From an optimization exercise on the open Yosys and OpenROAD flow, aimed at small area, a short achievable clock period and few clock cycles per item; shortcuts taken in it are not production practice. In this exercise RTL edits were held to simulation tests only and were not proved equivalent to the original. Power is estimated from default activity; no workload was simulated.

`flow/config.mk`:
```
export PLATFORM = sky130hd
export DESIGN_NAME = ex_stage
export DESIGN_NICKNAME = ex_stage
export VERILOG_FILES = /design/flow/design.v
export SDC_FILE = /design/flow/constraint.sdc
export NUM_CORES = 4
export LEC_CHECK = 0
export ABC_AREA = 1
export CAP_MARGIN = 20
export CORE_MARGIN = 2
export CORE_UTILIZATION = 60
export SETUP_SLACK_MARGIN = 5
export SLEW_MARGIN = 20
export SYNTH_HIERARCHICAL = 1
```
`flow/constraint.sdc`:
```
create_clock -name core_clock -period 10.0 [get_ports {clk}]
set_input_delay 2.0000 -clock core_clock [delete_from_list [all_inputs] [get_ports {clk}]]
set_output_delay 2.0000 -clock core_clock [all_outputs]
set_load 0.01 [all_outputs]
```
`flow/design.v`:
```
package ex_pkg;
  localparam logic [3:0] OP_AND = 4'b0000;
  localparam logic [3:0] OP_OR  = 4'b0001;
  localparam logic [3:0] OP_ADD = 4'b0010;
  localparam logic [3:0] OP_XOR = 4'b0011;
  localparam logic [3:0] OP_SLL = 4'b0100;
  localparam logic [3:0] OP_SRL = 4'b0101;
  localparam logic [3:0] OP_SUB = 4'b0110;
  localparam logic [3:0] OP_SLT = 4'b0111;
  localparam logic [3:0] OP_MUL = 4'b1000;
  localparam logic [3:0] OP_NOR = 4'b1100;
  typedef enum logic {
    ST_IDLE = 1'b0,
    ST_MUL  = 1'b1
  } ex_state_e;
  localparam int unsigned DEFAULT_WIDTH = 32;
  localparam int unsigned MUL_SLICES    = DEFAULT_WIDTH / 8;
  function automatic integer mul_slices(input integer width);
    mul_slices = width / 8;
  endfunction
endpackage
import ex_pkg::*;
module ex_stage
#(
  parameter int unsigned WIDTH = 32
) (
  input  logic             clk,
  input  logic             rst,
  input  logic             in_valid,
  output logic             in_ready,
  input  logic [3:0]       operation,
  input  logic [WIDTH-1:0] op_a,
  input  logic [WIDTH-1:0] op_b,
  input  logic [4:0]       shamt,
  input  logic [4:0]       rd,
  input  logic             reg_write,
  input  logic             stall_in,
  input  logic             flush,
  output logic             out_valid,
  output logic [WIDTH-1:0] result,
  output logic             zero,
  output logic [4:0]       out_rd,
  output logic             out_reg_write,
  output logic             busy
);
  logic v0_q, v1_q;
  logic hold1_s, ld1_s, ld0_s;
  assign hold1_s  = v1_q & stall_in;
  assign ld1_s    = ~hold1_s;
  assign ld0_s    = ~(v0_q & hold1_s);
  assign in_ready = ld0_s;
  always_ff @(posedge clk) begin
    if (!rst || flush) begin
      v0_q <= 1'b0;
      v1_q <= 1'b0;
    end else begin
      if (ld0_s) v0_q <= in_valid;
      if (ld1_s) v1_q <= v0_q;
    end
  end
  logic op_mul, op_sll, op_srl, op_shift, op_sub, op_slt, op_useb;
  assign op_mul   = (operation == OP_MUL);
  assign op_sll   = (operation == OP_SLL);
  assign op_srl   = (operation == OP_SRL);
  assign op_shift = op_sll | op_srl;
  assign op_sub   = (operation == OP_SUB);
  assign op_slt   = (operation == OP_SLT);
  assign op_useb  = (operation == OP_ADD) | op_sub | op_slt | (operation == OP_AND) |
                    (operation == OP_OR) | (operation == OP_XOR) | (operation == OP_NOR);
  logic [31:0] b_rev, b_sh, a_in;
  always_comb begin
    for (int i = 0; i < 32; i++) b_rev[i] = op_b[31 - i];
    b_sh = op_sll ? op_b : b_rev;
    if (op_shift)
      a_in = shamt[4] ? {b_sh[15:0], 16'd0} : b_sh;
    else if (op_mul | op_useb)
      a_in = op_a;
    else
      a_in = 32'd0;
  end
  logic [11:0] one_in, two_in, neg_in;
  logic [31:0] braw;
  assign braw = (op_sub | op_slt) ? ~op_b : op_b;
  always_comb begin
    for (int i = 0; i < 12; i++) begin
      logic b2, b1, bm;
      b2 = op_b[2*i+1];
      b1 = op_b[2*i];
      bm = (i == 0) ? 1'b0 : op_b[2*i-1];
      if (op_mul) begin
        one_in[i] = b1 ^ bm;
        two_in[i] = (b2 & ~b1 & ~bm) | (~b2 & b1 & bm);
        neg_in[i] = b2;
      end else if (op_shift) begin
        one_in[i] = (i < 8) && (shamt[3:1] == 3'(i)) && !shamt[0];
        two_in[i] = (i < 8) && (shamt[3:1] == 3'(i)) && shamt[0];
        neg_in[i] = 1'b0;
      end else begin
        one_in[i] = braw[2*i];
        two_in[i] = 1'b0;
        neg_in[i] = braw[2*i+1];
      end
    end
  end
  logic [3:0] wone, wtwo, wneg;
  always_comb begin
    for (int k = 0; k < 4; k++) begin
      logic b2, b1, bm;
      b2 = op_b[2*(12+k)+1];
      b1 = op_b[2*(12+k)];
      bm = op_b[2*(12+k)-1];
      wone[k] = b1 ^ bm;
      wtwo[k] = (b2 & ~b1 & ~bm) | (~b2 & b1 & bm);
      wneg[k] = b2;
    end
  end
  logic [7:0] wpp12;
  logic [5:0] wpp13;
  logic [3:0] wpp14;
  logic       wpp15_0, wpp15_1;
  logic [7:0] a8_sh;
  assign a8_sh   = {op_a[6:0], 1'b0};
  assign wpp12   = ({8{wone[0]}} & op_a[7:0] | {8{wtwo[0]}} & a8_sh[7:0]) ^ {8{wneg[0]}};
  assign wpp13   = ({6{wone[1]}} & op_a[5:0] | {6{wtwo[1]}} & a8_sh[5:0]) ^ {6{wneg[1]}};
  assign wpp14   = ({4{wone[2]}} & op_a[3:0] | {4{wtwo[2]}} & a8_sh[3:0]) ^ {4{wneg[2]}};
  assign wpp15_0 = wone[3] & op_a[0];
  assign wpp15_1 = (wone[3] & (op_a[1] ^ (wneg[3] & op_a[0]))) | (wtwo[3] & op_a[0]);
  logic [7:0] wt_x, wt_y;
  wire whs22, whc22;
  ex_ha u_wha22 (.a(wpp12[4]), .b(wpp13[2]), .s(whs22), .co(whc22));
  wire whs23, whc23;
  ex_ha u_wha23 (.a(wpp12[5]), .b(wpp13[3]), .s(whs23), .co(whc23));
  wire wfs198, wfc198;
  ex_fa u_wfa198 (.a(wpp12[6]), .b(wpp13[4]), .c(wpp14[2]), .s(wfs198), .co(wfc198));
  wire wfs199, wfc199;
  ex_fa u_wfa199 (.a(wpp12[7]), .b(wpp13[5]), .c(wpp14[3]), .s(wfs199), .co(wfc199));
  wire whs24, whc24;
  ex_ha u_wha24 (.a(wpp12[2]), .b(wpp13[0]), .s(whs24), .co(whc24));
  wire whs25, whc25;
  ex_ha u_wha25 (.a(wpp12[3]), .b(wpp13[1]), .s(whs25), .co(whc25));
  wire wfs200, wfc200;
  ex_fa u_wfa200 (.a(whs22), .b(wpp14[0]), .c(wneg[2]), .s(wfs200), .co(wfc200));
  wire wfs201, wfc201;
  ex_fa u_wfa201 (.a(whc22), .b(whs23), .c(wpp14[1]), .s(wfs201), .co(wfc201));
  wire wfs202, wfc202;
  ex_fa u_wfa202 (.a(whc23), .b(wfs198), .c(wpp15_0), .s(wfs202), .co(wfc202));
  wire wfs203, wfc203;
  ex_fa u_wfa203 (.a(wfc198), .b(wfs199), .c(wpp15_1), .s(wfs203), .co(wfc203));
  assign wt_x = {wfc202, wfc201, wfc200, whc25, whc24, whs24, wpp12[1], wpp12[0]};
  assign wt_y = {wfs203, wfs202, wfs201, wfs200, whs25, wneg[1], 1'b0, wneg[0]};
  logic [7:0] w_in;
  assign w_in = op_mul ? (wt_x + wt_y) : (op_useb ? braw[31:24] : 8'd0);
  logic [31:0] a0_q;
  logic [11:0] one0_q, two0_q, neg0_q;
  logic [7:0]  w0_q;
  logic [3:0]  op0_q;
  logic [4:0]  rd0_q;
  logic        rw0_q;
  always_ff @(posedge clk) begin
    if (ld0_s) begin
      a0_q   <= a_in;
      one0_q <= one_in;
      two0_q <= two_in;
      neg0_q <= neg_in;
      w0_q   <= w_in;
      op0_q  <= operation;
      rd0_q  <= rd;
      rw0_q  <= reg_write;
    end
  end
  logic [31:0] b0_raw;
  always_comb begin
    for (int i = 0; i < 12; i++) begin
      b0_raw[2*i]   = one0_q[i];
      b0_raw[2*i+1] = neg0_q[i];
    end
    b0_raw[31:24] = w0_q;
  end
  logic [31:0] a_sh;
  assign a_sh = {a0_q[30:0], 1'b0};
  logic [31:0] pp0;
  logic [29:0] pp1;
  logic [27:0] pp2;
  logic [25:0] pp3;
  logic [23:0] pp4;
  logic [21:0] pp5;
  logic [19:0] pp6;
  logic [17:0] pp7;
  logic [15:0] pp8;
  logic [13:0] pp9;
  logic [11:0] pp10;
  logic [9:0]  pp11;
  logic [11:0] bone, btwo, bneg;
  assign bone = one0_q;
  assign btwo = two0_q;
  assign bneg = neg0_q;
  assign pp0  = ({32{bone[0]}}  & a0_q[31:0]  | {32{btwo[0]}}  & a_sh[31:0])  ^ {32{bneg[0]}};
  assign pp1  = ({30{bone[1]}}  & a0_q[29:0]  | {30{btwo[1]}}  & a_sh[29:0])  ^ {30{bneg[1]}};
  assign pp2  = ({28{bone[2]}}  & a0_q[27:0]  | {28{btwo[2]}}  & a_sh[27:0])  ^ {28{bneg[2]}};
  assign pp3  = ({26{bone[3]}}  & a0_q[25:0]  | {26{btwo[3]}}  & a_sh[25:0])  ^ {26{bneg[3]}};
  assign pp4  = ({24{bone[4]}}  & a0_q[23:0]  | {24{btwo[4]}}  & a_sh[23:0])  ^ {24{bneg[4]}};
  assign pp5  = ({22{bone[5]}}  & a0_q[21:0]  | {22{btwo[5]}}  & a_sh[21:0])  ^ {22{bneg[5]}};
  assign pp6  = ({20{bone[6]}}  & a0_q[19:0]  | {20{btwo[6]}}  & a_sh[19:0])  ^ {20{bneg[6]}};
  assign pp7  = ({18{bone[7]}}  & a0_q[17:0]  | {18{btwo[7]}}  & a_sh[17:0])  ^ {18{bneg[7]}};
  assign pp8  = ({16{bone[8]}}  & a0_q[15:0]  | {16{btwo[8]}}  & a_sh[15:0])  ^ {16{bneg[8]}};
  assign pp9  = ({14{bone[9]}}  & a0_q[13:0]  | {14{btwo[9]}}  & a_sh[13:0])  ^ {14{bneg[9]}};
  assign pp10 = ({12{bone[10]}} & a0_q[11:0]  | {12{btwo[10]}} & a_sh[11:0])  ^ {12{bneg[10]}};
  assign pp11 = ({10{bone[11]}} & a0_q[9:0]   | {10{btwo[11]}} & a_sh[9:0])   ^ {10{bneg[11]}};
  logic [31:0] tree_x, tree_y;
  wire hs0, hc0;
  ex_ha u_ha0 (.a(pp0[16]), .b(pp1[14]), .s(hs0), .co(hc0));
  wire hs1, hc1;
  ex_ha u_ha1 (.a(pp0[17]), .b(pp1[15]), .s(hs1), .co(hc1));
  wire fs0, fc0;
  ex_fa u_fa0 (.a(pp0[18]), .b(pp1[16]), .c(pp2[14]), .s(fs0), .co(fc0));
  wire hs2, hc2;
  ex_ha u_ha2 (.a(pp3[12]), .b(pp4[10]), .s(hs2), .co(hc2));
  wire fs1, fc1;
  ex_fa u_fa1 (.a(pp0[19]), .b(pp1[17]), .c(pp2[15]), .s(fs1), .co(fc1));
  wire hs3, hc3;
  ex_ha u_ha3 (.a(pp3[13]), .b(pp4[11]), .s(hs3), .co(hc3));
  wire fs2, fc2;
  ex_fa u_fa2 (.a(pp0[20]), .b(pp1[18]), .c(pp2[16]), .s(fs2), .co(fc2));
  wire fs3, fc3;
  ex_fa u_fa3 (.a(pp3[14]), .b(pp4[12]), .c(pp5[10]), .s(fs3), .co(fc3));
  wire hs4, hc4;
  ex_ha u_ha4 (.a(pp6[8]), .b(pp7[6]), .s(hs4), .co(hc4));
  wire fs4, fc4;
  ex_fa u_fa4 (.a(pp0[21]), .b(pp1[19]), .c(pp2[17]), .s(fs4), .co(fc4));
  wire fs5, fc5;
  ex_fa u_fa5 (.a(pp3[15]), .b(pp4[13]), .c(pp5[11]), .s(fs5), .co(fc5));
  wire hs5, hc5;
  ex_ha u_ha5 (.a(pp6[9]), .b(pp7[7]), .s(hs5), .co(hc5));
  wire fs6, fc6;
  ex_fa u_fa6 (.a(pp0[22]), .b(pp1[20]), .c(pp2[18]), .s(fs6), .co(fc6));
  wire fs7, fc7;
  ex_fa u_fa7 (.a(pp3[16]), .b(pp4[14]), .c(pp5[12]), .s(fs7), .co(fc7));
  wire fs8, fc8;
  ex_fa u_fa8 (.a(pp6[10]), .b(pp7[8]), .c(pp8[6]), .s(fs8), .co(fc8));
  wire hs6, hc6;
  ex_ha u_ha6 (.a(pp9[4]), .b(pp10[2]), .s(hs6), .co(hc6));
  wire fs9, fc9;
  ex_fa u_fa9 (.a(pp0[23]), .b(pp1[21]), .c(pp2[19]), .s(fs9), .co(fc9));
  wire fs10, fc10;
  ex_fa u_fa10 (.a(pp3[17]), .b(pp4[15]), .c(pp5[13]), .s(fs10), .co(fc10));
  wire fs11, fc11;
  ex_fa u_fa11 (.a(pp6[11]), .b(pp7[9]), .c(pp8[7]), .s(fs11), .co(fc11));
  wire hs7, hc7;
  ex_ha u_ha7 (.a(pp9[5]), .b(pp10[3]), .s(hs7), .co(hc7));
  wire fs12, fc12;
  ex_fa u_fa12 (.a(pp0[24]), .b(pp1[22]), .c(pp2[20]), .s(fs12), .co(fc12));
  wire fs13, fc13;
  ex_fa u_fa13 (.a(pp3[18]), .b(pp4[16]), .c(pp5[14]), .s(fs13), .co(fc13));
  wire fs14, fc14;
  ex_fa u_fa14 (.a(pp6[12]), .b(pp7[10]), .c(pp8[8]), .s(fs14), .co(fc14));
  wire fs15, fc15;
  ex_fa u_fa15 (.a(pp9[6]), .b(pp10[4]), .c(pp11[2]), .s(fs15), .co(fc15));
  wire fs16, fc16;
  ex_fa u_fa16 (.a(pp0[25]), .b(pp1[23]), .c(pp2[21]), .s(fs16), .co(fc16));
  wire fs17, fc17;
  ex_fa u_fa17 (.a(pp3[19]), .b(pp4[17]), .c(pp5[15]), .s(fs17), .co(fc17));
  wire fs18, fc18;
  ex_fa u_fa18 (.a(pp6[13]), .b(pp7[11]), .c(pp8[9]), .s(fs18), .co(fc18));
  wire fs19, fc19;
  ex_fa u_fa19 (.a(pp9[7]), .b(pp10[5]), .c(pp11[3]), .s(fs19), .co(fc19));
  wire fs20, fc20;
  ex_fa u_fa20 (.a(pp0[26]), .b(pp1[24]), .c(pp2[22]), .s(fs20), .co(fc20));
  wire fs21, fc21;
  ex_fa u_fa21 (.a(pp3[20]), .b(pp4[18]), .c(pp5[16]), .s(fs21), .co(fc21));
  wire fs22, fc22;
  ex_fa u_fa22 (.a(pp6[14]), .b(pp7[12]), .c(pp8[10]), .s(fs22), .co(fc22));
  wire fs23, fc23;
  ex_fa u_fa23 (.a(pp9[8]), .b(pp10[6]), .c(pp11[4]), .s(fs23), .co(fc23));
  wire fs24, fc24;
  ex_fa u_fa24 (.a(pp0[27]), .b(pp1[25]), .c(pp2[23]), .s(fs24), .co(fc24));
  wire fs25, fc25;
  ex_fa u_fa25 (.a(pp3[21]), .b(pp4[19]), .c(pp5[17]), .s(fs25), .co(fc25));
  wire fs26, fc26;
  ex_fa u_fa26 (.a(pp6[15]), .b(pp7[13]), .c(pp8[11]), .s(fs26), .co(fc26));
  wire fs27, fc27;
  ex_fa u_fa27 (.a(pp9[9]), .b(pp10[7]), .c(pp11[5]), .s(fs27), .co(fc27));
  wire fs28, fc28;
  ex_fa u_fa28 (.a(pp0[28]), .b(pp1[26]), .c(pp2[24]), .s(fs28), .co(fc28));
  wire fs29, fc29;
  ex_fa u_fa29 (.a(pp3[22]), .b(pp4[20]), .c(pp5[18]), .s(fs29), .co(fc29));
  wire fs30, fc30;
  ex_fa u_fa30 (.a(pp6[16]), .b(pp7[14]), .c(pp8[12]), .s(fs30), .co(fc30));
  wire fs31, fc31;
  ex_fa u_fa31 (.a(pp9[10]), .b(pp10[8]), .c(pp11[6]), .s(fs31), .co(fc31));
  wire fs32, fc32;
  ex_fa u_fa32 (.a(pp0[29]), .b(pp1[27]), .c(pp2[25]), .s(fs32), .co(fc32));
  wire fs33, fc33;
  ex_fa u_fa33 (.a(pp3[23]), .b(pp4[21]), .c(pp5[19]), .s(fs33), .co(fc33));
  wire fs34, fc34;
  ex_fa u_fa34 (.a(pp6[17]), .b(pp7[15]), .c(pp8[13]), .s(fs34), .co(fc34));
  wire fs35, fc35;
  ex_fa u_fa35 (.a(pp9[11]), .b(pp10[9]), .c(pp11[7]), .s(fs35), .co(fc35));
  wire fs36, fc36;
  ex_fa u_fa36 (.a(pp0[30]), .b(pp1[28]), .c(pp2[26]), .s(fs36), .co(fc36));
  wire fs37, fc37;
  ex_fa u_fa37 (.a(pp3[24]), .b(pp4[22]), .c(pp5[20]), .s(fs37), .co(fc37));
  wire fs38, fc38;
  ex_fa u_fa38 (.a(pp6[18]), .b(pp7[16]), .c(pp8[14]), .s(fs38), .co(fc38));
  wire fs39, fc39;
  ex_fa u_fa39 (.a(pp9[12]), .b(pp10[10]), .c(pp11[8]), .s(fs39), .co(fc39));
  wire fs40, fc40;
  ex_fa u_fa40 (.a(pp0[31]), .b(pp1[29]), .c(pp2[27]), .s(fs40), .co(fc40));
  wire fs41, fc41;
  ex_fa u_fa41 (.a(pp3[25]), .b(pp4[23]), .c(pp5[21]), .s(fs41), .co(fc41));
  wire fs42, fc42;
  ex_fa u_fa42 (.a(pp6[19]), .b(pp7[17]), .c(pp8[15]), .s(fs42), .co(fc42));
  wire fs43, fc43;
  ex_fa u_fa43 (.a(pp9[13]), .b(pp10[11]), .c(pp11[9]), .s(fs43), .co(fc43));
  wire hs8, hc8;
  ex_ha u_ha8 (.a(pp0[10]), .b(pp1[8]), .s(hs8), .co(hc8));
  wire hs9, hc9;
  ex_ha u_ha9 (.a(pp0[11]), .b(pp1[9]), .s(hs9), .co(hc9));
  wire fs44, fc44;
  ex_fa u_fa44 (.a(pp0[12]), .b(pp1[10]), .c(pp2[8]), .s(fs44), .co(fc44));
  wire hs10, hc10;
  ex_ha u_ha10 (.a(pp3[6]), .b(pp4[4]), .s(hs10), .co(hc10));
  wire fs45, fc45;
  ex_fa u_fa45 (.a(pp0[13]), .b(pp1[11]), .c(pp2[9]), .s(fs45), .co(fc45));
  wire hs11, hc11;
  ex_ha u_ha11 (.a(pp3[7]), .b(pp4[5]), .s(hs11), .co(hc11));
  wire fs46, fc46;
  ex_fa u_fa46 (.a(pp0[14]), .b(pp1[12]), .c(pp2[10]), .s(fs46), .co(fc46));
  wire fs47, fc47;
  ex_fa u_fa47 (.a(pp3[8]), .b(pp4[6]), .c(pp5[4]), .s(fs47), .co(fc47));
  wire hs12, hc12;
  ex_ha u_ha12 (.a(pp6[2]), .b(pp7[0]), .s(hs12), .co(hc12));
  wire fs48, fc48;
  ex_fa u_fa48 (.a(pp0[15]), .b(pp1[13]), .c(pp2[11]), .s(fs48), .co(fc48));
  wire fs49, fc49;
  ex_fa u_fa49 (.a(pp3[9]), .b(pp4[7]), .c(pp5[5]), .s(fs49), .co(fc49));
  wire hs13, hc13;
  ex_ha u_ha13 (.a(pp6[3]), .b(pp7[1]), .s(hs13), .co(hc13));
  wire fs50, fc50;
  ex_fa u_fa50 (.a(hs0), .b(pp2[12]), .c(pp3[10]), .s(fs50), .co(fc50));
  wire fs51, fc51;
  ex_fa u_fa51 (.a(pp4[8]), .b(pp5[6]), .c(pp6[4]), .s(fs51), .co(fc51));
  wire fs52, fc52;
  ex_fa u_fa52 (.a(pp7[2]), .b(pp8[0]), .c(bneg[8]), .s(fs52), .co(fc52));
  wire fs53, fc53;
  ex_fa u_fa53 (.a(hc0), .b(hs1), .c(pp2[13]), .s(fs53), .co(fc53));
  wire fs54, fc54;
  ex_fa u_fa54 (.a(pp3[11]), .b(pp4[9]), .c(pp5[7]), .s(fs54), .co(fc54));
  wire fs55, fc55;
  ex_fa u_fa55 (.a(pp6[5]), .b(pp7[3]), .c(pp8[1]), .s(fs55), .co(fc55));
  wire fs56, fc56;
  ex_fa u_fa56 (.a(hc1), .b(fs0), .c(hs2), .s(fs56), .co(fc56));
  wire fs57, fc57;
  ex_fa u_fa57 (.a(pp5[8]), .b(pp6[6]), .c(pp7[4]), .s(fs57), .co(fc57));
  wire fs58, fc58;
  ex_fa u_fa58 (.a(pp8[2]), .b(pp9[0]), .c(bneg[9]), .s(fs58), .co(fc58));
  wire fs59, fc59;
  ex_fa u_fa59 (.a(fc0), .b(hc2), .c(fs1), .s(fs59), .co(fc59));
  wire fs60, fc60;
  ex_fa u_fa60 (.a(hs3), .b(pp5[9]), .c(pp6[7]), .s(fs60), .co(fc60));
  wire fs61, fc61;
  ex_fa u_fa61 (.a(pp7[5]), .b(pp8[3]), .c(pp9[1]), .s(fs61), .co(fc61));
  wire fs62, fc62;
  ex_fa u_fa62 (.a(fc1), .b(hc3), .c(fs2), .s(fs62), .co(fc62));
  wire fs63, fc63;
  ex_fa u_fa63 (.a(fs3), .b(hs4), .c(pp8[4]), .s(fs63), .co(fc63));
  wire fs64, fc64;
  ex_fa u_fa64 (.a(pp9[2]), .b(pp10[0]), .c(bneg[10]), .s(fs64), .co(fc64));
  wire fs65, fc65;
  ex_fa u_fa65 (.a(fc2), .b(fc3), .c(hc4), .s(fs65), .co(fc65));
  wire fs66, fc66;
  ex_fa u_fa66 (.a(fs4), .b(fs5), .c(hs5), .s(fs66), .co(fc66));
  wire fs67, fc67;
  ex_fa u_fa67 (.a(pp8[5]), .b(pp9[3]), .c(pp10[1]), .s(fs67), .co(fc67));
  wire fs68, fc68;
  ex_fa u_fa68 (.a(fc4), .b(fc5), .c(hc5), .s(fs68), .co(fc68));
  wire fs69, fc69;
  ex_fa u_fa69 (.a(fs6), .b(fs7), .c(fs8), .s(fs69), .co(fc69));
  wire fs70, fc70;
  ex_fa u_fa70 (.a(hs6), .b(pp11[0]), .c(bneg[11]), .s(fs70), .co(fc70));
  wire fs71, fc71;
  ex_fa u_fa71 (.a(fc6), .b(fc7), .c(fc8), .s(fs71), .co(fc71));
  wire fs72, fc72;
  ex_fa u_fa72 (.a(hc6), .b(fs9), .c(fs10), .s(fs72), .co(fc72));
  wire fs73, fc73;
  ex_fa u_fa73 (.a(fs11), .b(hs7), .c(pp11[1]), .s(fs73), .co(fc73));
  wire fs74, fc74;
  ex_fa u_fa74 (.a(fc9), .b(fc10), .c(fc11), .s(fs74), .co(fc74));
  wire fs75, fc75;
  ex_fa u_fa75 (.a(hc7), .b(fs12), .c(fs13), .s(fs75), .co(fc75));
  wire fs76, fc76;
  ex_fa u_fa76 (.a(fs14), .b(fs15), .c(w0_q[0]), .s(fs76), .co(fc76));
  wire fs77, fc77;
  ex_fa u_fa77 (.a(fc12), .b(fc13), .c(fc14), .s(fs77), .co(fc77));
  wire fs78, fc78;
  ex_fa u_fa78 (.a(fc15), .b(fs16), .c(fs17), .s(fs78), .co(fc78));
  wire fs79, fc79;
  ex_fa u_fa79 (.a(fs18), .b(fs19), .c(w0_q[1]), .s(fs79), .co(fc79));
  wire fs80, fc80;
  ex_fa u_fa80 (.a(fc16), .b(fc17), .c(fc18), .s(fs80), .co(fc80));
  wire fs81, fc81;
  ex_fa u_fa81 (.a(fc19), .b(fs20), .c(fs21), .s(fs81), .co(fc81));
  wire fs82, fc82;
  ex_fa u_fa82 (.a(fs22), .b(fs23), .c(w0_q[2]), .s(fs82), .co(fc82));
  wire fs83, fc83;
  ex_fa u_fa83 (.a(fc20), .b(fc21), .c(fc22), .s(fs83), .co(fc83));
  wire fs84, fc84;
  ex_fa u_fa84 (.a(fc23), .b(fs24), .c(fs25), .s(fs84), .co(fc84));
  wire fs85, fc85;
  ex_fa u_fa85 (.a(fs26), .b(fs27), .c(w0_q[3]), .s(fs85), .co(fc85));
  wire fs86, fc86;
  ex_fa u_fa86 (.a(fc24), .b(fc25), .c(fc26), .s(fs86), .co(fc86));
  wire fs87, fc87;
  ex_fa u_fa87 (.a(fc27), .b(fs28), .c(fs29), .s(fs87), .co(fc87));
  wire fs88, fc88;
  ex_fa u_fa88 (.a(fs30), .b(fs31), .c(w0_q[4]), .s(fs88), .co(fc88));
  wire fs89, fc89;
  ex_fa u_fa89 (.a(fc28), .b(fc29), .c(fc30), .s(fs89), .co(fc89));
  wire fs90, fc90;
  ex_fa u_fa90 (.a(fc31), .b(fs32), .c(fs33), .s(fs90), .co(fc90));
  wire fs91, fc91;
  ex_fa u_fa91 (.a(fs34), .b(fs35), .c(w0_q[5]), .s(fs91), .co(fc91));
  wire fs92, fc92;
  ex_fa u_fa92 (.a(fc32), .b(fc33), .c(fc34), .s(fs92), .co(fc92));
  wire fs93, fc93;
  ex_fa u_fa93 (.a(fc35), .b(fs36), .c(fs37), .s(fs93), .co(fc93));
  wire fs94, fc94;
  ex_fa u_fa94 (.a(fs38), .b(fs39), .c(w0_q[6]), .s(fs94), .co(fc94));
  wire fs95, fc95;
  ex_fa u_fa95 (.a(fc36), .b(fc37), .c(fc38), .s(fs95), .co(fc95));
  wire fs96, fc96;
  ex_fa u_fa96 (.a(fc39), .b(fs40), .c(fs41), .s(fs96), .co(fc96));
  wire fs97, fc97;
  ex_fa u_fa97 (.a(fs42), .b(fs43), .c(w0_q[7]), .s(fs97), .co(fc97));
  wire hs14, hc14;
  ex_ha u_ha14 (.a(pp0[6]), .b(pp1[4]), .s(hs14), .co(hc14));
  wire hs15, hc15;
  ex_ha u_ha15 (.a(pp0[7]), .b(pp1[5]), .s(hs15), .co(hc15));
  wire fs98, fc98;
  ex_fa u_fa98 (.a(pp0[8]), .b(pp1[6]), .c(pp2[4]), .s(fs98), .co(fc98));
  wire hs16, hc16;
  ex_ha u_ha16 (.a(pp3[2]), .b(pp4[0]), .s(hs16), .co(hc16));
  wire fs99, fc99;
  ex_fa u_fa99 (.a(pp0[9]), .b(pp1[7]), .c(pp2[5]), .s(fs99), .co(fc99));
  wire hs17, hc17;
  ex_ha u_ha17 (.a(pp3[3]), .b(pp4[1]), .s(hs17), .co(hc17));
  wire fs100, fc100;
  ex_fa u_fa100 (.a(hs8), .b(pp2[6]), .c(pp3[4]), .s(fs100), .co(fc100));
  wire fs101, fc101;
  ex_fa u_fa101 (.a(pp4[2]), .b(pp5[0]), .c(bneg[5]), .s(fs101), .co(fc101));
  wire fs102, fc102;
  ex_fa u_fa102 (.a(hc8), .b(hs9), .c(pp2[7]), .s(fs102), .co(fc102));
  wire fs103, fc103;
  ex_fa u_fa103 (.a(pp3[5]), .b(pp4[3]), .c(pp5[1]), .s(fs103), .co(fc103));
  wire fs104, fc104;
  ex_fa u_fa104 (.a(hc9), .b(fs44), .c(hs10), .s(fs104), .co(fc104));
  wire fs105, fc105;
  ex_fa u_fa105 (.a(pp5[2]), .b(pp6[0]), .c(bneg[6]), .s(fs105), .co(fc105));
  wire fs106, fc106;
  ex_fa u_fa106 (.a(fc44), .b(hc10), .c(fs45), .s(fs106), .co(fc106));
  wire fs107, fc107;
  ex_fa u_fa107 (.a(hs11), .b(pp5[3]), .c(pp6[1]), .s(fs107), .co(fc107));
  wire fs108, fc108;
  ex_fa u_fa108 (.a(fc45), .b(hc11), .c(fs46), .s(fs108), .co(fc108));
  wire fs109, fc109;
  ex_fa u_fa109 (.a(fs47), .b(hs12), .c(bneg[7]), .s(fs109), .co(fc109));
  wire fs110, fc110;
  ex_fa u_fa110 (.a(fc46), .b(fc47), .c(hc12), .s(fs110), .co(fc110));
  wire fs111, fc111;
  ex_fa u_fa111 (.a(fs48), .b(fs49), .c(hs13), .s(fs111), .co(fc111));
  wire fs112, fc112;
  ex_fa u_fa112 (.a(fc48), .b(fc49), .c(hc13), .s(fs112), .co(fc112));
  wire fs113, fc113;
  ex_fa u_fa113 (.a(fs50), .b(fs51), .c(fs52), .s(fs113), .co(fc113));
  wire fs114, fc114;
  ex_fa u_fa114 (.a(fc50), .b(fc51), .c(fc52), .s(fs114), .co(fc114));
  wire fs115, fc115;
  ex_fa u_fa115 (.a(fs53), .b(fs54), .c(fs55), .s(fs115), .co(fc115));
  wire fs116, fc116;
  ex_fa u_fa116 (.a(fc53), .b(fc54), .c(fc55), .s(fs116), .co(fc116));
  wire fs117, fc117;
  ex_fa u_fa117 (.a(fs56), .b(fs57), .c(fs58), .s(fs117), .co(fc117));
  wire fs118, fc118;
  ex_fa u_fa118 (.a(fc56), .b(fc57), .c(fc58), .s(fs118), .co(fc118));
  wire fs119, fc119;
  ex_fa u_fa119 (.a(fs59), .b(fs60), .c(fs61), .s(fs119), .co(fc119));
  wire fs120, fc120;
  ex_fa u_fa120 (.a(fc59), .b(fc60), .c(fc61), .s(fs120), .co(fc120));
  wire fs121, fc121;
  ex_fa u_fa121 (.a(fs62), .b(fs63), .c(fs64), .s(fs121), .co(fc121));
  wire fs122, fc122;
  ex_fa u_fa122 (.a(fc62), .b(fc63), .c(fc64), .s(fs122), .co(fc122));
  wire fs123, fc123;
  ex_fa u_fa123 (.a(fs65), .b(fs66), .c(fs67), .s(fs123), .co(fc123));
  wire fs124, fc124;
  ex_fa u_fa124 (.a(fc65), .b(fc66), .c(fc67), .s(fs124), .co(fc124));
  wire fs125, fc125;
  ex_fa u_fa125 (.a(fs68), .b(fs69), .c(fs70), .s(fs125), .co(fc125));
  wire fs126, fc126;
  ex_fa u_fa126 (.a(fc68), .b(fc69), .c(fc70), .s(fs126), .co(fc126));
  wire fs127, fc127;
  ex_fa u_fa127 (.a(fs71), .b(fs72), .c(fs73), .s(fs127), .co(fc127));
  wire fs128, fc128;
  ex_fa u_fa128 (.a(fc71), .b(fc72), .c(fc73), .s(fs128), .co(fc128));
  wire fs129, fc129;
  ex_fa u_fa129 (.a(fs74), .b(fs75), .c(fs76), .s(fs129), .co(fc129));
  wire fs130, fc130;
  ex_fa u_fa130 (.a(fc74), .b(fc75), .c(fc76), .s(fs130), .co(fc130));
  wire fs131, fc131;
  ex_fa u_fa131 (.a(fs77), .b(fs78), .c(fs79), .s(fs131), .co(fc131));
  wire fs132, fc132;
  ex_fa u_fa132 (.a(fc77), .b(fc78), .c(fc79), .s(fs132), .co(fc132));
  wire fs133, fc133;
  ex_fa u_fa133 (.a(fs80), .b(fs81), .c(fs82), .s(fs133), .co(fc133));
  wire fs134, fc134;
  ex_fa u_fa134 (.a(fc80), .b(fc81), .c(fc82), .s(fs134), .co(fc134));
  wire fs135, fc135;
  ex_fa u_fa135 (.a(fs83), .b(fs84), .c(fs85), .s(fs135), .co(fc135));
  wire fs136, fc136;
  ex_fa u_fa136 (.a(fc83), .b(fc84), .c(fc85), .s(fs136), .co(fc136));
  wire fs137, fc137;
  ex_fa u_fa137 (.a(fs86), .b(fs87), .c(fs88), .s(fs137), .co(fc137));
  wire fs138, fc138;
  ex_fa u_fa138 (.a(fc86), .b(fc87), .c(fc88), .s(fs138), .co(fc138));
  wire fs139, fc139;
  ex_fa u_fa139 (.a(fs89), .b(fs90), .c(fs91), .s(fs139), .co(fc139));
  wire fs140, fc140;
  ex_fa u_fa140 (.a(fc89), .b(fc90), .c(fc91), .s(fs140), .co(fc140));
  wire fs141, fc141;
  ex_fa u_fa141 (.a(fs92), .b(fs93), .c(fs94), .s(fs141), .co(fc141));
  wire fs142, fc142;
  ex_fa u_fa142 (.a(fc92), .b(fc93), .c(fc94), .s(fs142), .co(fc142));
  wire fs143, fc143;
  ex_fa u_fa143 (.a(fs95), .b(fs96), .c(fs97), .s(fs143), .co(fc143));
  wire hs18, hc18;
  ex_ha u_ha18 (.a(pp0[4]), .b(pp1[2]), .s(hs18), .co(hc18));
  wire hs19, hc19;
  ex_ha u_ha19 (.a(pp0[5]), .b(pp1[3]), .s(hs19), .co(hc19));
  wire fs144, fc144;
  ex_fa u_fa144 (.a(hs14), .b(pp2[2]), .c(pp3[0]), .s(fs144), .co(fc144));
  wire fs145, fc145;
  ex_fa u_fa145 (.a(hc14), .b(hs15), .c(pp2[3]), .s(fs145), .co(fc145));
  wire fs146, fc146;
  ex_fa u_fa146 (.a(hc15), .b(fs98), .c(hs16), .s(fs146), .co(fc146));
  wire fs147, fc147;
  ex_fa u_fa147 (.a(fc98), .b(hc16), .c(fs99), .s(fs147), .co(fc147));
  wire fs148, fc148;
  ex_fa u_fa148 (.a(fc99), .b(hc17), .c(fs100), .s(fs148), .co(fc148));
  wire fs149, fc149;
  ex_fa u_fa149 (.a(fc100), .b(fc101), .c(fs102), .s(fs149), .co(fc149));
  wire fs150, fc150;
  ex_fa u_fa150 (.a(fc102), .b(fc103), .c(fs104), .s(fs150), .co(fc150));
  wire fs151, fc151;
  ex_fa u_fa151 (.a(fc104), .b(fc105), .c(fs106), .s(fs151), .co(fc151));
  wire fs152, fc152;
  ex_fa u_fa152 (.a(fc106), .b(fc107), .c(fs108), .s(fs152), .co(fc152));
  wire fs153, fc153;
  ex_fa u_fa153 (.a(fc108), .b(fc109), .c(fs110), .s(fs153), .co(fc153));
  wire fs154, fc154;
  ex_fa u_fa154 (.a(fc110), .b(fc111), .c(fs112), .s(fs154), .co(fc154));
  wire fs155, fc155;
  ex_fa u_fa155 (.a(fc112), .b(fc113), .c(fs114), .s(fs155), .co(fc155));
  wire fs156, fc156;
  ex_fa u_fa156 (.a(fc114), .b(fc115), .c(fs116), .s(fs156), .co(fc156));
  wire fs157, fc157;
  ex_fa u_fa157 (.a(fc116), .b(fc117), .c(fs118), .s(fs157), .co(fc157));
  wire fs158, fc158;
  ex_fa u_fa158 (.a(fc118), .b(fc119), .c(fs120), .s(fs158), .co(fc158));
  wire fs159, fc159;
  ex_fa u_fa159 (.a(fc120), .b(fc121), .c(fs122), .s(fs159), .co(fc159));
  wire fs160, fc160;
  ex_fa u_fa160 (.a(fc122), .b(fc123), .c(fs124), .s(fs160), .co(fc160));
  wire fs161, fc161;
  ex_fa u_fa161 (.a(fc124), .b(fc125), .c(fs126), .s(fs161), .co(fc161));
  wire fs162, fc162;
  ex_fa u_fa162 (.a(fc126), .b(fc127), .c(fs128), .s(fs162), .co(fc162));
  wire fs163, fc163;
  ex_fa u_fa163 (.a(fc128), .b(fc129), .c(fs130), .s(fs163), .co(fc163));
  wire fs164, fc164;
  ex_fa u_fa164 (.a(fc130), .b(fc131), .c(fs132), .s(fs164), .co(fc164));
  wire fs165, fc165;
  ex_fa u_fa165 (.a(fc132), .b(fc133), .c(fs134), .s(fs165), .co(fc165));
  wire fs166, fc166;
  ex_fa u_fa166 (.a(fc134), .b(fc135), .c(fs136), .s(fs166), .co(fc166));
  wire fs167, fc167;
  ex_fa u_fa167 (.a(fc136), .b(fc137), .c(fs138), .s(fs167), .co(fc167));
  wire fs168, fc168;
  ex_fa u_fa168 (.a(fc138), .b(fc139), .c(fs140), .s(fs168), .co(fc168));
  wire fs169, fc169;
  ex_fa u_fa169 (.a(fc140), .b(fc141), .c(fs142), .s(fs169), .co(fc169));
  wire hs20, hc20;
  ex_ha u_ha20 (.a(pp0[2]), .b(pp1[0]), .s(hs20), .co(hc20));
  wire hs21, hc21;
  ex_ha u_ha21 (.a(pp0[3]), .b(pp1[1]), .s(hs21), .co(hc21));
  wire fs170, fc170;
  ex_fa u_fa170 (.a(hs18), .b(pp2[0]), .c(bneg[2]), .s(fs170), .co(fc170));
  wire fs171, fc171;
  ex_fa u_fa171 (.a(hc18), .b(hs19), .c(pp2[1]), .s(fs171), .co(fc171));
  wire fs172, fc172;
  ex_fa u_fa172 (.a(hc19), .b(fs144), .c(bneg[3]), .s(fs172), .co(fc172));
  wire fs173, fc173;
  ex_fa u_fa173 (.a(fc144), .b(fs145), .c(pp3[1]), .s(fs173), .co(fc173));
  wire fs174, fc174;
  ex_fa u_fa174 (.a(fc145), .b(fs146), .c(bneg[4]), .s(fs174), .co(fc174));
  wire fs175, fc175;
  ex_fa u_fa175 (.a(fc146), .b(fs147), .c(hs17), .s(fs175), .co(fc175));
  wire fs176, fc176;
  ex_fa u_fa176 (.a(fc147), .b(fs148), .c(fs101), .s(fs176), .co(fc176));
  wire fs177, fc177;
  ex_fa u_fa177 (.a(fc148), .b(fs149), .c(fs103), .s(fs177), .co(fc177));
  wire fs178, fc178;
  ex_fa u_fa178 (.a(fc149), .b(fs150), .c(fs105), .s(fs178), .co(fc178));
  wire fs179, fc179;
  ex_fa u_fa179 (.a(fc150), .b(fs151), .c(fs107), .s(fs179), .co(fc179));
  wire fs180, fc180;
  ex_fa u_fa180 (.a(fc151), .b(fs152), .c(fs109), .s(fs180), .co(fc180));
  wire fs181, fc181;
  ex_fa u_fa181 (.a(fc152), .b(fs153), .c(fs111), .s(fs181), .co(fc181));
  wire fs182, fc182;
  ex_fa u_fa182 (.a(fc153), .b(fs154), .c(fs113), .s(fs182), .co(fc182));
  wire fs183, fc183;
  ex_fa u_fa183 (.a(fc154), .b(fs155), .c(fs115), .s(fs183), .co(fc183));
  wire fs184, fc184;
  ex_fa u_fa184 (.a(fc155), .b(fs156), .c(fs117), .s(fs184), .co(fc184));
  wire fs185, fc185;
  ex_fa u_fa185 (.a(fc156), .b(fs157), .c(fs119), .s(fs185), .co(fc185));
  wire fs186, fc186;
  ex_fa u_fa186 (.a(fc157), .b(fs158), .c(fs121), .s(fs186), .co(fc186));
  wire fs187, fc187;
  ex_fa u_fa187 (.a(fc158), .b(fs159), .c(fs123), .s(fs187), .co(fc187));
  wire fs188, fc188;
  ex_fa u_fa188 (.a(fc159), .b(fs160), .c(fs125), .s(fs188), .co(fc188));
  wire fs189, fc189;
  ex_fa u_fa189 (.a(fc160), .b(fs161), .c(fs127), .s(fs189), .co(fc189));
  wire fs190, fc190;
  ex_fa u_fa190 (.a(fc161), .b(fs162), .c(fs129), .s(fs190), .co(fc190));
  wire fs191, fc191;
  ex_fa u_fa191 (.a(fc162), .b(fs163), .c(fs131), .s(fs191), .co(fc191));
  wire fs192, fc192;
  ex_fa u_fa192 (.a(fc163), .b(fs164), .c(fs133), .s(fs192), .co(fc192));
  wire fs193, fc193;
  ex_fa u_fa193 (.a(fc164), .b(fs165), .c(fs135), .s(fs193), .co(fc193));
  wire fs194, fc194;
  ex_fa u_fa194 (.a(fc165), .b(fs166), .c(fs137), .s(fs194), .co(fc194));
  wire fs195, fc195;
  ex_fa u_fa195 (.a(fc166), .b(fs167), .c(fs139), .s(fs195), .co(fc195));
  wire fs196, fc196;
  ex_fa u_fa196 (.a(fc167), .b(fs168), .c(fs141), .s(fs196), .co(fc196));
  wire fs197, fc197;
  ex_fa u_fa197 (.a(fc168), .b(fs169), .c(fs143), .s(fs197), .co(fc197));
  assign tree_x = {fc196, fc195, fc194, fc193, fc192, fc191, fc190, fc189, fc188, fc187, fc186, fc185, fc184, fc183, fc182, fc181, fc180, fc179, fc178, fc177, fc176, fc175, fc174, fc173, fc172, fc171, fc170, hc21, hc20, hs20, pp0[1], pp0[0]};
  assign tree_y = {fs197, fs196, fs195, fs194, fs193, fs192, fs191, fs190, fs189, fs188, fs187, fs186, fs185, fs184, fs183, fs182, fs181, fs180, fs179, fs178, fs177, fs176, fs175, fs174, fs173, fs172, fs171, fs170, hs21, bneg[1], 1'b0, 1'b0};
  logic [31:0] hp, hg, hp_rev;
  assign hp = tree_x ^ tree_y;
  assign hg = tree_x & tree_y;
  always_comb begin
    for (int i = 0; i < 32; i++) hp_rev[i] = hp[31 - i];
  end
  logic [31:0] ap, ag;
  assign ap = a0_q ^ b0_raw;
  assign ag = a0_q & b0_raw;
  logic [31:0] sg [0:5];
  logic [31:0] sp [0:5];
  logic        lt;
  always_comb begin
    sg[0] = {1'b0, ag[30:1], ag[0] | ap[0]};
    sp[0] = {1'b1, ap[30:1], 1'b0};
    for (int l = 0; l < 5; l++) begin
      sg[l+1] = 32'd0;
      sp[l+1] = 32'd0;
      for (int j = 0; j < (16 >> l); j++) begin
        sg[l+1][j] = sg[l][2*j+1] | (sp[l][2*j+1] & sg[l][2*j]);
        sp[l+1][j] = sp[l][2*j+1] & sp[l][2*j];
      end
    end
    lt = ap[31] ? ~sg[5][0] : a0_q[31];
  end
  logic [31:0] p_d, g_d;
  logic        c_d;
  always_comb begin
    p_d = 32'd0;
    g_d = 32'd0;
    c_d = 1'b0;
    case (op0_q)
      OP_MUL, OP_SLL: begin
        p_d = hp;
        g_d = hg;
        c_d = (op0_q == OP_MUL) & bneg[0];
      end
      OP_SRL:  p_d = hp_rev;
      OP_ADD: begin
        p_d = ap;
        g_d = ag;
      end
      OP_SUB: begin
        p_d = ap;
        g_d = ag;
        c_d = 1'b1;
      end
      OP_SLT:  p_d = {31'd0, lt};
      OP_AND:  p_d = ag;
      OP_OR:   p_d = ap | ag;
      OP_XOR:  p_d = ap;
      OP_NOR:  p_d = ~(ap | ag);
      default: ;
    endcase
  end
  logic [31:0] p1_q, g1_q;
  logic        c1_q;
  logic [4:0]  rd1_q;
  logic        rw1_q;
  always_ff @(posedge clk) begin
    if (ld1_s) begin
      p1_q  <= p_d;
      g1_q  <= g_d;
      c1_q  <= c_d;
      rd1_q <= rd0_q;
      rw1_q <= rw0_q;
    end
  end
  logic [31:0] hg0, hpp0, hgk [0:4], hpk [0:4];
  logic [31:0] gall, cy;
  always_comb begin
    hg0  = g1_q;
    hpp0 = p1_q;
    hg0[0] = g1_q[0] | (p1_q[0] & c1_q);
    hgk[0] = hg0;
    hpk[0] = hpp0;
    for (int i = 1; i < 32; i += 2) begin
      hgk[0][i] = hg0[i] | (hpp0[i] & hg0[i-1]);
      hpk[0][i] = hpp0[i] & hpp0[i-1];
    end
    for (int l = 1; l < 5; l++) begin
      hgk[l] = hgk[l-1];
      hpk[l] = hpk[l-1];
      for (int i = 1; i < 32; i += 2) begin
        if (i - (1 << l) >= 0) begin
          hgk[l][i] = hgk[l-1][i] | (hpk[l-1][i] & hgk[l-1][i - (1 << l)]);
          hpk[l][i] = hpk[l-1][i] & hpk[l-1][i - (1 << l)];
        end
      end
    end
    gall = hgk[4];
    for (int i = 2; i < 32; i += 2)
      gall[i] = hg0[i] | (hpp0[i] & hgk[4][i-1]);
    cy = {gall[30:0], c1_q};
  end
  logic [31:0] zterm;
  assign zterm = p1_q ^ {p1_q[30:0] | g1_q[30:0], c1_q};
  assign result        = p1_q ^ cy;
  assign zero          = ~|zterm;
  assign out_valid     = v1_q;
  assign out_rd        = rd1_q;
  assign out_reg_write = rw1_q;
  assign busy          = v0_q;
endmodule
module ex_fa (
  input  logic a,
  input  logic b,
  input  logic c,
  output logic s,
  output logic co
);
  assign s  = a ^ b ^ c;
  assign co = (a & b) | (a & c) | (b & c);
endmodule
module ex_ha (
  input  logic a,
  input  logic b,
  output logic s,
  output logic co
);
  assign s  = a ^ b;
  assign co = a & b;
endmodule
```
`flow/flow/run.sh`:
```
#!/bin/bash
# The standard layout; the port buffers use the smallest buffer cell
# (every input and output port still gets its own buffer).
set -euo pipefail
bash standard.sh "BUFFER_PORTS_ARGS=-buffer_cell sky130_fd_sc_hd__buf_1" finish > flow_make.log 2>&1
```
`flow/standard.sh`:
```
#!/bin/bash
# synth_recipe.tcl (not shown) runs the flow's synth.tcl, then flattens the netlist and writes it again
# the make line also repeats each setting of config.mk as NAME=value (left out here)
make -C /OpenROAD-flow-scripts/flow DESIGN_CONFIG=/design/flow/config.mk WORK_HOME=/design/flow/orfs CLKGATE_MAP_FILE= SYNTH_SCRIPT=/design/flow/synth_recipe.tcl "${@:-finish}"
```
==> impl_metrics.csv, run 1 <==
group,metric,value,unit
cts,clkLatencyLatePin,0.45,ns
floorplan,die_x,188,microns
power_and_ir_drop,total_leakage_power,0.00940,uW
routing,met2_length,32100,microns
floorplan,initial_core_util,60.8,%
routing,drcViolationCount,0,
timing,skew,0.0134,ns
setup_path,crit_path_start_kind,"flop",
routing,wl_met1,27900,microns
routing,wl_per_cell,26.8,microns
synth,synth-seq-cells,158,
synth,yosysSeqAreaShare,23.2,%
setup_path,path_class,"flop to flop",
hold_path,hold_class,"flop to flop",
routing,vias,18800,
run_status,status,"timing/DRC/antenna clean",
timing,slew_headroom,21.6,%
cts,cts_sinks,158,
routing,wl,74300,microns
timing,rsz0062_at_grt,"yes",
routing,via_per_inst,6.77,
floorplan,dieArea,0.0355,sq mm
setup_path,cp.required,10.17,ns
setup_path,crit_path_max_fanout,10,
placed_design,io_buffers,125,
setup_path,max_stage_delay,0.54,ns
setup_path,timing.critical_path.mode_cell,"fa_1",
routing,drt-initial-drc-count,2548,
flow_run,max-cap-violations,0,
timing,final_hold_viol_count,0,
timing,finalCritPeriodShare,50.0,%
timing,whs,0.422,ns
cts,htree_num_levels,4,
routing,firstDrtPassIters,10,
placed_design,dp_slack,4.40,ns
synth,synth.distinct_cells,44,
timing,fin_ws,5.00,ns
cts,cts_tree,"yes",
cts,clock_path_buffers,2,
floorplan,io_pins,126,
cts,cts_inserted_buffers,17,
global_route,grt_pass1_vias,18600,
setup_path,cp_slowest_cell,"fa_1",
synth,syn_inst,2245,
setup_path,worstPathCellList,"clkinv_1, o22ai_1, xor2_1, fa_1, fa_1, fa_1, fa_1, fa_1, ha_1, a22oi_1, o2111ai_1",
routing,drtAntennaViolNets,0,
timing,post-route-min-period,5.00,ns
setup_path,end_kind,"flop",
power_and_ir_drop,vdd_drop_max,0.000427,V
synth,syn_area_per_cell,9.09,sq um
cells_and_area,area_delta_synth_final,9.70,%
cells_and_area,fin_nets,2742,
global_route,grt_pass1_wl,112000,microns
synth,netlist_area,0.0204,sq mm
synth,yosys_warnings,11,
floorplan,core_area,0.0335,sq mm
timing,finalSetupViolations,0,
timing,tightest_slew,1.18,ns
cts,cts_root_buf,"clkbuf_16",
power_and_ir_drop,power.density,319,mW/mm^2
placed_design,hpwl,52200,microns
timing,setup_tns,0,ns
routing,top_layer,"met5",
cts,clk_pin_slew,0.07,ns
global_route,grt_overflow,0,
setup_path,cp.arrival,5.17,ns
synth,syn_nets,2676,
synth,synth_top_flop_cell,"edfxtp_1",
setup_path,reg2reg_slack,5.00,ns
global_route,antenna_found_initial,3,
routing,met3_wirelength,9850,microns
placed_design,gp_congestion,1.00,
floorplan,die_y,188,microns
cells_and_area,final_util,66.7,%
timing,slew_viol_final,0,
synth,ys_async_sr_fraction,0,%
timing,fmax,0.200,GHz
cells_and_area,drive_above_1_share,8.65,%
global_route,grt_use_total,41.9,%
floorplan,rows,67,
global_route,grt_max_degree,72,
synth,synth_edf_count,156,
==> per-module statistics from Yosys (local to each module, per instance) <==
module	copies in the design	cells
ex_stage	1	2015
ex_ha	26	1
ex_fa	204	1
==> state kept, by name, summed over array words and instances, names as in the netlist, 4 cells and up <==
| name | flops |
|---|---|
| p1_q | 32 |
| rd0_q | 5 |
| one0_q | 12 |
| a0_q | 32 |
| neg0_q | 12 |
| w0_q | 8 |
| g1_q | 31 |
| rd1_q | 5 |
| two0_q | 12 |
| op0_q | 4 |
==> power breakdown <==
| part | leakage, uW | switching (uW) | internal [uW] |
|---|---|---|---|
| combinational | 0.00728 | 3280 | 2110 |
| sequential | 0.00181 | 133 | 892 |
| clock | 0.000308 | 294 | 426 |
| total | 0.00940 | 3710 | 3430 |
==> Yosys cell counts (6+ instances only) <==
cell type	n	area share, %
a211oi_1	8	0.29
a21o_1	6	0.22
a21oi_1	64	1.6
a22oi_1	50	1.8
buf_1	34	0.63
buf_2	32	0.78
clkbuf_1	80	1.5
clkinv_1	13	0.24
edfxtp_1	156	23
fa_1	204	20
ha_1	143	8.8
inv_1	174	3.2
inv_2	14	0.26
nand2_1	269	4.9
nand3_1	35	0.86
nand4_1	12	0.37
nor2_1	122	2.2
nor3_1	16	0.39
o2111ai_1	22	0.94
o211ai_1	11	0.40
o21ai_0	128	3.1
o21ai_1	9	0.22
o221ai_1	15	0.64
o22ai_1	268	8.2
or2_2	11	0.34
xnor2_1	11	0.47
xor2_1	302	13
==> metrics by stage <==
stage | cell area, sq um | power (uW) | std cells
global route | 22400 | 7510 | 2772
detailed placement | 21200 | 6050 | 2707
CTS | 22000 | 6830 | 2745
floorplan | 20400 | 4120 | 2245
finish | 22400 | 7140 | 2773
global placement | 21200 | 5960 | 2707
==> placed cells by master (no fill, tap or decap), types with 8 or more instances in the layout <==
| cell | synthesis | routed |
|---|---|---|
| o211ai_1 | 11 | 11 |
| ha_1 | 143 | 134 |
| xor2_1 | 302 | 301 |
| nand2_2 | 2 | 8 |
| clkinvlp_4 | 0 | 14 |
| or2_2 | 11 | 10 |
| o2111ai_1 | 22 | 20 |
| buf_4 | 1 | 56 |
| nor2_1 | 122 | 115 |
| nor3_1 | 16 | 14 |
| o22ai_1 | 268 | 268 |
| buf_1 | 34 | 115 |
| edfxtp_1 | 156 | 156 |
| inv_2 | 14 | 12 |
| nand4_1 | 12 | 12 |
| nand3_1 | 35 | 34 |
| nand2_1 | 269 | 263 |
| fa_1 | 204 | 204 |
| inv_1 | 174 | 165 |
| a21oi_1 | 64 | 62 |
| clkbuf_16 | 0 | 17 |
| a22oi_1 | 50 | 48 |
| o221ai_1 | 15 | 15 |
| o21ai_0 | 128 | 127 |
| xnor2_1 | 11 | 11 |
==> worst paths after layout <==
path | from | endpoint | cells after the start
worst max-delay path | one0_q[11]$_DFFE_PN_ | p1_q[3]$_DFFE_PN_ | 11
worst min-delay path | rd0_q[3]$_DFFE_PN_ | rd1_q[3]$_DFFE_PN_ | 0
worst max register to register | one0_q[11]$_DFFE_PN_ | p1_q[3]$_DFFE_PN_ | 11
worst min register to register | rd0_q[3]$_DFFE_PN_ | rd1_q[3]$_DFFE_PN_ | 0
==> layer usage <==
layer	track usage (%)	up-vias
met1	55.6	9036
met2	63.1	1436
li1	-	7974
met3	12.5	332
met4	20.5	4
met5	0	-
==> cell type report <==
cell class / count / area [sq um]
tap: 448 / 561
antenna: 1 / 2.50
clock inverter: 15 / 225
multi-input combinational: 1737 / 14500
fill: 2769 / 11200
timing repair buffer: 194 / 1100
inverter: 201 / 803
sequential: 158 / 4720
timing repair inverter: 2 / 15.0
clock buffer: 17 / 425
==> timing repair <==
action	in CTS	in global routing
pin swaps	8	20
hold buffers	0	0
endpoints found under the setup margin	45	31
gates resized for setup	38	47
cloned	1	2
setup buffers	5	25
==> kinds of logic (layout without fill, tap and decap cells) <==
kind of cell    count (synthesis)  in the layout  share of synthesized area (%)
compound gates                598            598                           18.2
other cells                     0              1                              0
fa+ha+maj                     347            347                           28.8
buf+inv                       351            429                           6.75
flops                         158            158                           23.2
simple gates                  478            479                           9.70
xor+xnor                      313            313                           13.4
==> worst max-delay path: cells and delay by family (launching register included) <==
| family | cells | cell delay [ns] |
|---|---|---|
| adder cells (fa/ha/maj) | 6 | 2.74 |
| AO/OA/AOI/OAI | 3 | 0.87 |
| buffers and inverters | 1 | 0.42 |
| flip-flops | 1 | 0.44 |
| XOR/XNOR | 1 | 0.25 |
Testbench counts, summed over its fixed seeds: cycles 13,329, items 12,000.
==> inputs of run 2 (changes only) <==
--- a/flow/config.mk
+++ b/flow/config.mk
@@ -6,9 +6,10 @@
 export NUM_CORES = 4
 export LEC_CHECK = 0
 export ABC_AREA = 1
+export ABC_CLOCK_PERIOD_IN_PS = 4000
 export CAP_MARGIN = 20
 export CORE_MARGIN = 2
-export CORE_UTILIZATION = 60
+export CORE_UTILIZATION = 40
 export SETUP_SLACK_MARGIN = 5
 export SLEW_MARGIN = 20
 export SYNTH_HIERARCHICAL = 1
==> impl_metrics.csv, run 2 <==
group,metric,value,unit
routing,wl_per_cell,26.1,microns
synth,syn_inst,2245,
timing,finalSetupViolations,0,
setup_path,path_buf_inv,1,
global_route,antenna_found_initial,0,
placed_design,dp_cells,2918,
cts,clkLatencyLatePin,0.46,ns
synth,yosysSeqAreaShare,23.2,%
global_route,grt_overflow,0,
setup_path,setup.worst_path.start,"a0_q[0]$_DFFE_PN_",
synth,yosys-top-cells-count,"xor2_1, nand2_1, o22ai_1, fa_1, inv_1",
power_and_ir_drop,power.density,305,mW/mm^2
timing,finalCritPeriodShare,49.9,%
power_and_ir_drop,p_seq_share,14.9,%
routing,vias,18500,
hold_path,min_path_cells,0,
synth,synth_top_area_cell,"edfxtp_1",
timing,setup_tns,0,ns
cells_and_area,drive_above_1_share,8.98,%
setup_path,crit_cells,10,
routing,via_per_inst,6.14,
cts,clock_path_buffers,2,
floorplan,die_y,230,microns
synth,syn_area_per_cell,9.09,sq um
global_route,grt_pass1_vias,18100,
timing,fmax,0.201,GHz
timing,post-route-min-period,4.99,ns
power_and_ir_drop,total_leakage_power,0.00935,uW
setup_path,crit_path_max_fanout,13,
cts,cts_sinks,158,
cts,cts_tree,"yes",
synth,synth_edf_count,156,
timing,slew_headroom,20.4,%
setup_path,path_class,"flop to flop",
synth,synth-seq-cells,158,
setup_path,cp_slowest_cell,"inv_1",
cells_and_area,layoutNonFillerInstCount,3010,
flow_run,max-cap-violations,0,
cells_and_area,reg_top3,"a0_q (32), p1_q (32), g1_q (31)",
timing,rsz0062_at_grt,"yes",
cells_and_area,final_util,45.0,%
cells_and_area,diodes,0,
cells_and_area,fin_nets,2756,
setup_path,cp.required,10.19,ns
setup_path,max_stage_delay,0.77,ns
floorplan,core_area,0.0503,sq mm
setup_path,end_kind,"flop",
setup_path,r2r_start,"a0_q[0]$_DFFE_PN_",
routing,drcViolationCount,0,
routing,drtAntennaViolNets,0,
floorplan,dieArea,0.0528,sq mm
power_and_ir_drop,p_sw,3580,uW
cells_and_area,fin_area,0.0226,sq mm
placed_design,hpwl,54500,microns
placed_design,dpl_cell_area,0.0213,sq mm
routing,firstDrtPassIters,6,
global_route,grt_use_total,28.8,%
synth,ys_async_sr_fraction,0,%
cts,clk_pin_slew,0.07,ns
floorplan,initial_core_util,40.6,%
routing,drt-initial-drc-count,2190,
power_and_ir_drop,vdd_drop_max,0.000412,V
setup_path,cp.arrival,5.17,ns
synth,syn_nets,2676,
placed_design,gp_congestion,0.965,
cts,cts_root_buf,"clkbuf_16",
power_and_ir_drop,power,6900,uW
setup_path,crit_path_start_kind,"flop",
run_status,status,"timing/DRC/antenna clean",
setup_path,timing.critical_path.mode_cell,"fa_1",
timing,final_hold_viol_count,0,
setup_path,worst-r2r-cell-count,10,
setup_path,critPathTopFamily,"adder cells",
floorplan,io_pins,126,
placed_design,io_buffers,125,
setup_path,worstPathCellList,"inv_1, o22ai_1, xor2_1, fa_1, fa_1, fa_1, fa_1, ha_1, a22oi_1, o2111ai_1",
hold_path,hold_class,"flop to flop",
timing,tightest_slew,1.19,ns
cells_and_area,area_delta_synth_final,11.0,%
floorplan,die_x,230,microns
global_route,grt_max_degree,68,
global_route,grt_pass1_wl,115000,microns
power_and_ir_drop,switching_share,51.9,%
synth,yosysMostFrequentCell,"xor2_1",
floorplan,rows,82,
synth,post-synth-top-area-fraction,23.0,%
cts,cts-hold-fix-buffers,0,
hold_path,min_from,"rd0_q[2]$_DFFE_PN_",
synth,synthTopCellsByArea,"edfxtp_1, fa_1, xor2_1, ha_1, o22ai_1",
cts,htree_num_levels,4,
synth,synth.distinct_cells,44,
power_and_ir_drop,pwr-share-clk,9.0,%
timing,slew_viol_final,0,
routing,wl,78700,microns
synth,netlist_area,0.0204,sq mm
power_and_ir_drop,internal_power,3320,uW
cells_and_area,final_common_cell,"xor2_1",
cells_and_area,layout_common_cells,"xor2_1, o22ai_1, nand2_1",
cts,cts_inserted_buffers,17,
synth,yosys_warnings,11,
synth,synth_top_flop_cell,"edfxtp_1",
power_and_ir_drop,pwr-share-comb,76.1,%
timing,skew,0.0163,ns
[run 2: cell counts after synthesis]
Identical to the previous run, type by type.
[run 2: layer usage]
layer | global-route usage, % | vias up | part of all wire, %
met3 | 7.81 | 241 | 12
met1 | 39.1 | 8941 | 40
li1 | - | 7983 | -
met5 | 0 | - | 0
met4 | 11.9 | 0 | 4.6
met2 | 43.4 | 1330 | 43
[run 2: path summary, 6_finish.rpt]
check             slack (ns)                 end
hold / removal          0.42  rd1_q[2]$_DFFE_PN_
hold reg to reg         0.42  rd1_q[2]$_DFFE_PN_
setup reg to reg        5.01   p1_q[5]$_DFFE_PN_
setup / recovery        5.01   p1_q[5]$_DFFE_PN_
[run 2: logic make-up (layout without fill, tap and decap cells)]
logic type | Yosys count | in the layout | synth area share [%]
buf+inv | 351 | 444 | 6.75
compound gates | 598 | 598 | 18.2
fa+ha+maj | 347 | 347 | 28.8
xor+xnor | 313 | 313 | 13.4
simple gates | 478 | 478 | 9.70
flops | 158 | 158 | 23.2
[run 2: worst reg2reg max path: stages (launching register included)]
cell	delay, ns
edfxtp_1	0.65
inv_1	0.78
o22ai_1	0.32
xor2_1	0.26
fa_1	0.47
fa_1	0.42
fa_1	0.48
fa_1	0.52
ha_1	0.38
a22oi_1	0.28
o2111ai_1	0.17
[run 2: layout make-up]
cell class,count,area [sq um]
Multi-Input combinational cell,1736,14500
Fill cell,4900,27600
Tap cell,672,841
Clock buffer,18,429
Inverter,201,846
Clock inverter,14,123
Timing Repair Buffer,198,1130
Timing Repair inverter,13,87.6
Sequential cell,158,4720
[run 2: through the flow]
step	hold slack [ns]	setup slack, ns
finish	0.417	5.01
global route	0.431	4.95
CTS	0.426	5.00
detailed placement	0.408	4.41
global placement	0.403	4.39
floorplan	0.400	5.07
[run 2: what timing repair did]
item / CTS / global route
cloned: 6 / 7
resized for setup: 48 / 37
setup buffers: 9 / 38
pin swaps: 8 / 14
endpoints found under the setup margin: 61 / 33
[run 2: power groups by stage]
stage | sequential [uW] | clock [uW] | combinational [uW]
after floorplan | 975 | 0 | 3140
after global placement | 1030 | 0 | 4950
after detailed placement | 1030 | 0 | 5030
after CTS | 1030 | 633 | 5090
after global routing | 1050 | 659 | 5660
final | 1030 | 621 | 5250
[run 2: per-module statistics from Yosys, one instance, submodules excluded]
| module | copies in the design | cells | area, sq um |
|---|---|---|---|
| ex_fa | 204 | 1 | 20.0 |
| ex_ha | 26 | 1 | 12.5 |
| ex_stage | 1 | 2015 | 16000 |
==> inputs of run 3 (changes only) <==
--- a/flow/config.mk
+++ b/flow/config.mk
@@ -6,10 +6,10 @@
 export NUM_CORES = 4
 export LEC_CHECK = 0
 export ABC_AREA = 1
-export ABC_CLOCK_PERIOD_IN_PS = 4000
 export CAP_MARGIN = 20
 export CORE_MARGIN = 2
 export CORE_UTILIZATION = 40
+export CTS_BUF_LIST = sky130_fd_sc_hd__clkbuf_8
 export SETUP_SLACK_MARGIN = 5
 export SLEW_MARGIN = 20
 export SYNTH_HIERARCHICAL = 1
==> impl_metrics.csv, run 3 <==
group,metric,value,unit
global_route,grt_max_degree,68,
timing,finalCritPeriodShare,50.2,%
floorplan,rows,82,
synth,synth_edf_count,156,
floorplan,initial_core_util,40.6,%
floorplan,core_area,0.0503,sq mm
synth,yosysMostFrequentCell,"xor2_1",
cts,clkLatencyLatePin,0.51,ns
synth,yosys-top-cells-count,"xor2_1, nand2_1, o22ai_1, fa_1, inv_1",
placed_design,dp_cells,2918,
run_status,status,"timing/DRC/antenna clean",
global_route,grt_overflow,0,
timing,fmax,0.199,GHz
routing,wl_per_cell,26.2,microns
setup_path,crit_path_max_fanout,4,
timing,skew,0.0182,ns
timing,setup_tns,0,ns
synth,netlist_area,0.0204,sq mm
routing,drtAntennaViolNets,0,
cells_and_area,nFillCells,4905,
setup_path,cp.required,10.24,ns
power_and_ir_drop,vdd_drop_max,0.000437,V
synth,synthTopCellsByArea,"edfxtp_1, fa_1, xor2_1, ha_1, o22ai_1",
cells_and_area,area_delta_synth_final,10.5,%
synth,synth_top_area_cell,"edfxtp_1",
power_and_ir_drop,power.density,300,mW/mm^2
setup_path,cp.arrival,5.26,ns
cells_and_area,layout_common_cells,"xor2_1, o22ai_1, nand2_1",
synth,synth-seq-cells,158,
hold_path,min_to,"rd1_q[2]$_DFFE_PN_",
global_route,antenna_found_initial,1,
floorplan,dieArea,0.0528,sq mm
timing,post-route-min-period,5.02,ns
timing,finalSetupViolations,0,
routing,drt-initial-drc-count,2139,
setup_path,end_kind,"flop",
placed_design,hpwl,54500,microns
timing,tightest_slew,1.16,ns
setup_path,worst-r2r-cell-count,11,
cells_and_area,fin_nets,2757,
synth,synth.distinct_cells,44,
global_route,grt_pass1_vias,18200,
synth,syn_area_per_cell,9.09,sq um
cts,htree_num_levels,4,
synth,post-synth-top-area-fraction,23.0,%
placed_design,io_buffers,125,
cts,cts_sinks,158,
floorplan,die_x,230,microns
floorplan,die_y,230,microns
==> run 3: area by class of cell <==
cell class	count	area, sq um	share of cell area (%)
clock buffer	17	234	1.04
clock inverter	15	126	0.561
inverter	201	851	3.78
multi-input combinational	1736	14500	64.4
sequential	158	4720	21.0
tap	672	841	3.73
timing repair buffer	199	1160	5.14
timing repair inverter	13	87.6	0.389
==> run 3: how the worst max path moves through the flow <==
stage	startpoint	to	slack, ns	cells past startpoint
3_5_place_dp	op_b[25]	w0_q[7]$_DFFE_PN_	4.41	16
3_3_place_gp	op_b[27]	w0_q[7]$_DFFE_PN_	4.39	15
6_report	a0_q[10]$_DFFE_PN_	p1_q[10]$_DFFE_PN_	4.98	11
4_1_cts	p1_q[0]$_DFFE_PN_	result[29]	4.92	14
5_1_grt	c1_q$_DFFE_PN_	result[29]	4.91	14
2_1_floorplan	op_b[27]	w0_q[7]$_DFFE_PN_	5.07	15
==> run 3: modules after synthesis, one instance, submodules excluded <==
| module | cells | cell area [sq um] | flip-flops and latches |
|---|---|---|---|
| ex_ha | 1 | 12.5 | 0 |
| ex_stage | 2015 | 16000 | 158 |
| ex_fa | 1 | 20.0 | 0 |
==> run 3: metal layers <==
metal | vias up | GRT usage [%] | routed length (microns)
met5 | - | 0 | 0
met4 | 0 | 12.3 | 4350
met3 | 272 | 7.50 | 9290
met2 | 1338 | 43.4 | 33600
met1 | 8987 | 39.0 | 31600
li1 | 7991 | - | -
==> run 3: cell families after synthesis <==
family	Yosys count	share of synthesized area, %
AND/OR/NAND/NOR	478	9.70
buffers and inverters	351	6.75
adder cells (fa/ha/maj)	347	28.8
flip-flops	158	23.2
XOR/XNOR	313	13.4
AO/OA/AOI/OAI	598	18.2
==> run 3: per-stage QoR <==
| step | util (%) | hold slack (ns) | power [uW] | instance area (sq um) | worst slack (ns) |
|---|---|---|---|---|---|
| floorplan | - | 0.400 | 4120 | 20400 | 5.07 |
| global placement | 42.4 | 0.403 | 5980 | 21300 | 4.39 |
| detailed placement | 42.4 | 0.408 | 6070 | 21300 | 4.41 |
| CTS | 43.8 | 0.436 | 6610 | 22000 | 4.92 |
| global route | 44.8 | 0.440 | 7220 | 22500 | 4.91 |
| finish | 44.8 | 0.429 | 6770 | 22500 | 4.98 |
==> run 3: worst max-delay path, cell delays in order, from the launching register on <==
cell and delay [ns]:
edfxtp_1 0.50, ha_1 0.38, a21oi_1 0.24, xor2_1 0.37, fa_1 0.51, fa_1 0.48
fa_1 0.54, fa_1 0.44, fa_1 0.49, ha_1 0.37, a22oi_1 0.27, o2111ai_1 0.16
==> run 3: timing repair <==
item                       CTS  global route
buffers inserted            11            37
resized for setup           64            43
hold buffers                 0             0
cloned                       6             7
setup endpoints to repair   62            38
pin swaps                   19            14
==> run 3: report_power, final <==
group          internal [uW]  leakage (uW)  switching, uW
registers                891       0.00181            142
clock network            179      0.000188            272
logic                   2120       0.00730           3160

==> re-timing with driven ports <==
How much do the figures lean on ideal ports? The routed layouts below were timed once more, with nothing changed but the port constraints.
Step 1, drivers: a clkbuf_16 drives clk and a buf_2 each remaining input, both assumed.
Step 2 times the ports against the registers' clock, not the clock port: input delays grow and output delays shrink by t, the midpoint of the rising clock arrivals with the driver on.
a / b / c = ideal ports / drivers / drivers and shift; a / b = the first two.
run | t (ns) | slack for setup (ns)
run 1 | 0.494 | 4.998 / 4.998 / 4.820
run 2 | 0.510 | 5.012 / 5.012 / 4.671
run 3 | 0.554 | 4.982 / 4.982 / 4.710
After both steps every run listed still meets setup and hold.
